Source: an optimization exercise on an open RTL-to-GDS flow (aim: small area). Production flows keep margins and buffers that such runs may drop. In this exercise RTL edits were held to simulation tests only and were not proved equivalent to the original. No activity file was given, so power comes from the tool's default toggle rates.

## main
==> module mipsPipeline, before the edit <==
module mipsPipeline (
    input  logic        clk,
    input  logic        rst_n,
    output logic [29:0] iCacheAddr,
    input  logic [31:0] iCacheRdata,
    input  logic        iCacheStall,
    output logic        dCacheRen,
    output logic        dCacheWen,
    output logic [29:0] dCacheAddr,
    output logic [31:0] dCacheWdata,
    input  logic [31:0] dCacheRdata,
    input  logic        dCacheStall
);
    logic [4:0]  ph;         
    logic        clr;        
    logic [29:0] pc;         
    logic [28:0] ir;         
    logic        irW;        
    logic        exV;        
    logic        ctPend;     
    logic        ldPend;     
    logic        stPend;     
    logic        wbEn;       
    logic [4:0]  wd;         
    logic        cy;         
    logic        eq;         
    logic [31:0] d;          
    logic [31:0] a;          
    wire bnd = (ph == 5'd0);
    wire [4:0] j = ph - 5'd1;    
    wire [5:0] iop    = iCacheRdata[31:26];
    wire [2:0] icls;
    assign icls[2] = (iop == 6'h23) | (iop == 6'h2b) | (iop == 6'h04) | (iop == 6'h02);
    assign icls[1] = (iop == 6'h00) | (iop == 6'h08) | (iop == 6'h04) | (iop == 6'h02);
    assign icls[0] = (iop == 6'h08) | (iop == 6'h2b) | (iop == 6'h02);
    wire [2:0] cls    = ir[28:26];
    wire [5:0] fn     = ir[5:0];
    wire       isR    = (cls == 3'b010);
    wire       isAddi = (cls == 3'b011);
    wire       isLw   = (cls == 3'b100);
    wire       isSw   = (cls == 3'b101);
    wire       isBeq  = (cls == 3'b110);
    wire       isJ    = (cls == 3'b111);
    wire       isMem  = cls[2] & ~cls[1];
    wire       isCtrl = cls[2] & cls[1];
    wire       fSub   = isR & (fn == 6'h22);
    wire       fAnd   = isR & (fn == 6'h24);
    wire       fOr    = isR & (fn == 6'h25);
    wire       fSlt   = isR & (fn == 6'h2a);
    wire [4:0] rs     = ir[25:21];
    wire [4:0] rt     = ir[20:16];
    logic [31:0] tap;
    logic        wbAct;
    logic        wbit;
    assign tap[0] = 1'b0;
    logic [3:0] weLo;
    logic [7:0] weHi;
    always_comb begin
        for (int i = 0; i < 4; i++) weLo[i] = wbAct & (wd[1:0] == i);
        for (int i = 0; i < 8; i++) weHi[i] = (wd[4:2] == i);
    end
    genvar k;
    generate
        for (k = 1; k < 32; k++) begin : g_reg
            logic [31:0] r;
            wire we = weLo[k % 4] & weHi[k / 4];
            always_ff @(posedge clk) begin
                r <= {r[30:0], we ? wbit : (r[31] & ~clr)};
            end
            assign tap[k] = r[0];
        end
    endgenerate
    wire rsb = tap[rs];
    wire rtb = tap[rt];
    wire [4:0] isel = (!isJ && j > 5'd15) ? 5'd15 : j;
    wire [31:0] irx = {6'b0, ir[25:0]};
    wire immb = irx[isel];
    wire [31:0] pcx = {2'b0, pc};
    wire pcb = pcx[j];
    wire sub  = fSub | fSlt;
    wire jLow = (j <= 5'd25);
    wire opA  = isCtrl ? (pcb & ~(isJ & jLow)) : rsb;
    wire opB  = (isJ ? (jLow & immb) : (isR ? rtb : immb)) ^ sub;
    wire cin  = (ph == 5'd1) ? sub : cy;
    wire sum  = opA ^ opB ^ cin;
    wire cout = (opA & opB) | (opA & cin) | (opB & cin);
    wire slt  = (rsb ^ rtb) ? rsb : sum;
    logic res;
    always_comb begin
        if (fAnd)                        res = rsb & rtb;
        else if (fOr)                    res = rsb | rtb;
        else if (fSlt)                   res = 1'b0;
        else                             res = sum;
    end
    wire dIn = isSw ? rtb : res;
    wire pend      = ldPend | stPend;
    assign dCacheRen   = bnd & ((exV & isLw) | ldPend) & ~dCacheStall;
    assign dCacheWen   = bnd & ((exV & isSw) | stPend) & ~dCacheStall;
    assign dCacheAddr  = {pend ? a[0] : sum, a[31:3]};
    assign dCacheWdata = {pend ? d[0] : rtb, d[31:1]};
    wire loadServe = dCacheRen;
    wire loadCap   = bnd & ((exV & isLw) | ldPend);    
    wire memBlock  = dCacheStall & ((exV & isMem) | pend);
    wire wbNow = (exV & (isR | isAddi)) | loadServe;
    assign wbAct = bnd ? wbNow : wbEn;
    always_comb begin
        if (bnd & loadServe)             wbit = dCacheRdata[0];
        else if (bnd & exV & fSlt)       wbit = slt;
        else                             wbit = d[1];
    end
    wire jumpNow = bnd & exV & (isJ | (isBeq & eq & (rsb ~^ rtb)));
    wire fetch = ~iCacheStall & ~irW & (~exV | bnd) & ~ctPend;
    wire start = bnd & (fetch | irW) & ~memBlock & ~jumpNow;
    wire ctUpd = ctPend & (ph == 5'd1) & ~iCacheStall & ~clr;
    assign iCacheAddr = pc;
    logic [30:0] pcT;
    always_comb begin
        pcT[0] = fetch;
        for (int i = 0; i < 30; i++) pcT[i+1] = pcT[i] & pc[i];
    end
    always_ff @(posedge clk) pc <= ctUpd ? d[29:0] : pc ^ pcT[29:0];
    always_ff @(posedge clk) begin
        if (!rst_n) begin
            ph     <= '0;
            clr    <= 1'b1;
            irW    <= 1'b0;
            exV    <= 1'b0;
            ctPend <= 1'b1;
            ldPend <= 1'b0;
            stPend <= 1'b0;
            wbEn   <= 1'b0;
        end else begin
            ph  <= ph + 5'd1;
            if (ph == 5'd31) clr <= 1'b0;
            irW <= (fetch | irW) & ~start & ~jumpNow;
            if (bnd) exV <= start;
            ctPend <= (jumpNow | ctPend) & ~ctUpd;
            ldPend <= (bnd & exV & isLw & dCacheStall) | (ldPend & ~(bnd & ~dCacheStall));
            stPend <= (bnd & exV & isSw & dCacheStall) | (stPend & ~(bnd & ~dCacheStall));
            if (bnd) wbEn <= wbNow;
        end
    end
    always_ff @(posedge clk) begin
        if (fetch) ir <= {icls, iCacheRdata[25:0]};
        cy <= cout;
        if (exV) eq <= ((ph == 5'd1) | eq) & (rsb ~^ rtb);
        if (exV && ph == 5'd31) wd <= isR ? ir[15:11] : ir[20:16];
        a <= {exV ? sum : a[0], a[31:1]};
        if (loadCap) d <= dCacheRdata;
        else d <= {clr ? 1'b0 : exV ? dIn : d[0], d[31:1]};
    end
endmodule
export LEC_CHECK = 0
export CAP_MARGIN = 20
export CORE_MARGIN = 2
export CORE_UTILIZATION = 60
export SLEW_MARGIN = 20
create_clock -name core_clock -period 7.5 [get_ports {clk}]
standard.sh (not shown) runs the stock make flow with config.mk's settings and CLKGATE_MAP_FILE= SYNTH_SCRIPT=/design/flow/synth_recipe.tcl, a recipe that flattens the netlist after the stock synthesis.
==> flow/flow/run.sh <==
#!/bin/bash
# Standard ORFS layout, with smaller port buffers and a clock tree without dummy loads.
set -euo pipefail
bash standard.sh \
  "BUFFER_PORTS_ARGS=-buffer_cell sky130_fd_sc_hd__buf_1" \
  "CTS_ARGS=-sink_clustering_enable -repair_clock_nets -dont_use_dummy_load -buf_list sky130_fd_sc_hd__clkbuf_8 -sink_clustering_size 20 -sink_clustering_max_diameter 60" \
  finish > orfs_make.log 2>&1
[inputs] the feature branch vs main
--- a/flow/design.v
+++ b/flow/design.v
@@ -17,17 +17,20 @@
     logic [28:0] ir;         
     logic        irW;        
     logic        exV;        
     logic        ctPend;     
     logic        ldPend;     
+    logic        ldRdy;      
     logic        stPend;     
     logic        wbEn;       
     logic [4:0]  wd;         
     logic        cy;         
     logic        eq;         
-    logic [31:0] d;          
-    logic [31:0] a;          
+    logic [31:1] d;          
+    logic [28:0] a;          
+    logic        ax;         
+    logic        dx;         
     wire bnd = (ph == 5'd0);
     wire [4:0] j = ph - 5'd1;    
     wire [5:0] iop    = iCacheRdata[31:26];
     wire [2:0] icls;
     assign icls[2] = (iop == 6'h23) | (iop == 6'h2b) | (iop == 6'h04) | (iop == 6'h02);
@@ -90,63 +93,73 @@
         if (fAnd)                        res = rsb & rtb;
         else if (fOr)                    res = rsb | rtb;
         else if (fSlt)                   res = 1'b0;
         else                             res = sum;
     end
-    wire dIn = isSw ? rtb : res;
+    wire dIn = ~clr & (isSw ? rtb : res);
+    wire memNow    = bnd & exV & isMem;
     wire pend      = ldPend | stPend;
-    assign dCacheRen   = bnd & ((exV & isLw) | ldPend) & ~dCacheStall;
-    assign dCacheWen   = bnd & ((exV & isSw) | stPend) & ~dCacheStall;
-    assign dCacheAddr  = {pend ? a[0] : sum, a[31:3]};
-    assign dCacheWdata = {pend ? d[0] : rtb, d[31:1]};
-    wire loadServe = dCacheRen;
-    wire loadCap   = bnd & ((exV & isLw) | ldPend);    
+    assign dCacheRen   = (bnd & exV & isLw) | ldPend;
+    assign dCacheWen   = (bnd & exV & isSw) | stPend;
+    assign dCacheAddr  = {pend ? ax : sum, a};
+    assign dCacheWdata = {stPend ? dx : rtb, d};
+    wire loadServe = bnd & dCacheRen & ~dCacheStall;
+    wire ldCap     = ~bnd & ldPend & ~dCacheStall;
     wire memBlock  = dCacheStall & ((exV & isMem) | pend);
-    wire wbNow = (exV & (isR | isAddi)) | loadServe;
+    wire wbNow = (exV & (isR | isAddi)) | loadServe | ldRdy;
     assign wbAct = bnd ? wbNow : wbEn;
     always_comb begin
         if (bnd & loadServe)             wbit = dCacheRdata[0];
+        else if (bnd & ldRdy)            wbit = dx;
         else if (bnd & exV & fSlt)       wbit = slt;
         else                             wbit = d[1];
     end
     wire jumpNow = bnd & exV & (isJ | (isBeq & eq & (rsb ~^ rtb)));
     wire fetch = ~iCacheStall & ~irW & (~exV | bnd) & ~ctPend;
     wire start = bnd & (fetch | irW) & ~memBlock & ~jumpNow;
-    wire ctUpd = ctPend & (ph == 5'd1) & ~iCacheStall & ~clr;
+    wire ctUpd = ctPend & ~iCacheStall & ~clr;
+    wire dHold = stPend | ldRdy | (ctPend & ~clr) | (bnd & exV & (isSw | isCtrl));
     assign iCacheAddr = pc;
     logic [30:0] pcT;
     always_comb begin
         pcT[0] = fetch;
         for (int i = 0; i < 30; i++) pcT[i+1] = pcT[i] & pc[i];
     end
-    always_ff @(posedge clk) pc <= ctUpd ? d[29:0] : pc ^ pcT[29:0];
+    always_ff @(posedge clk) pc <= ctUpd ? d[30:1] : pc ^ pcT[29:0];
     always_ff @(posedge clk) begin
         if (!rst_n) begin
             ph     <= '0;
             clr    <= 1'b1;
             irW    <= 1'b0;
             exV    <= 1'b0;
             ctPend <= 1'b1;
             ldPend <= 1'b0;
+            ldRdy  <= 1'b0;
             stPend <= 1'b0;
             wbEn   <= 1'b0;
         end else begin
             ph  <= ph + 5'd1;
             if (ph == 5'd31) clr <= 1'b0;
             irW <= (fetch | irW) & ~start & ~jumpNow;
             if (bnd) exV <= start;
-            ctPend <= (jumpNow | ctPend) & ~ctUpd;
-            ldPend <= (bnd & exV & isLw & dCacheStall) | (ldPend & ~(bnd & ~dCacheStall));
-            stPend <= (bnd & exV & isSw & dCacheStall) | (stPend & ~(bnd & ~dCacheStall));
+            if (jumpNow) ctPend <= 1'b1;
+            else if (ctUpd) ctPend <= 1'b0;
+            ldPend <= ((bnd & exV & isLw) | ldPend) & dCacheStall;
+            ldRdy  <= ldCap | (ldRdy & ~bnd);
+            stPend <= ((bnd & exV & isSw) | stPend) & dCacheStall;
             if (bnd) wbEn <= wbNow;
         end
     end
     always_ff @(posedge clk) begin
         if (fetch) ir <= {icls, iCacheRdata[25:0]};
         cy <= cout;
         if (exV) eq <= ((ph == 5'd1) | eq) & (rsb ~^ rtb);
         if (exV && ph == 5'd31) wd <= isR ? ir[15:11] : ir[20:16];
-        a <= {exV ? sum : a[0], a[31:1]};
-        if (loadCap) d <= dCacheRdata;
-        else d <= {clr ? 1'b0 : exV ? dIn : d[0], d[31:1]};
+        if (memNow) begin
+            ax <= sum;
+            dx <= rtb;
+        end else if (ldCap) dx <= dCacheRdata[0];
+        if (!bnd && !pend) a <= {sum, a[28:1]};
+        if (loadServe | ldCap) d <= dCacheRdata[31:1];
+        else if (!dHold) d <= {dIn, d[31:2]};
     end
 endmodule
### Flow results
STATUS highest achievable clock rate: the feature branch loses against main. Across both runs, multiplexer fraction of the synthesized cell area was higher for the feature branch than for main. Taking main as the reference, in the feature branch cell area power density -2.1%; final total power +about 1.2%; clock network power share -0.6 points. The feature branch reached the end of the flow, and the finished layout is clean on the timing, design-rule and antenna checks. Compared with main, global-route wire length before repair in the feature branch increased slightly.

==> afterwards: timing with drivers on the ports <==
No port has a modelled driver above. Below, the same layouts with a new extraction and two added sets of constraints. Step 1 (the two cells are an assumption about what drives the block):
set clk [get_ports {clk}]
set_driving_cell -lib_cell sky130_fd_sc_hd__clkbuf_16 $clk
set_driving_cell -lib_cell sky130_fd_sc_hd__buf_2 [delete_from_list [all_inputs] $clk]
Step 2 adds t to the input delays and takes it off the output delays; t is the mean of the earliest and latest rising clock arrival at the registers after step 1. Input paths then give back, and output paths get back, about the clock's delay inside the block. Slacks: ideal ports / drivers / drivers and shift; pairs: ideal ports / drivers.
run	shift t [ns]	setup slack, ns	hold WS [ns]	worst data-port slew with drivers (ns)
main	0.673	0.658 / 0.669 / -0.004	0.292 / 0.292 / 0.292	0.08
the feature branch	0.672	0.582 / 0.591 / -0.081	0.284 / 0.284 / 0.284	0.08
Met with ideal ports but missed after step 2: setup timing in main and the feature branch. The setup slack of the feature branch, which loses most, moves by +0.009 ns with the drivers and by -0.663 ns with both steps.
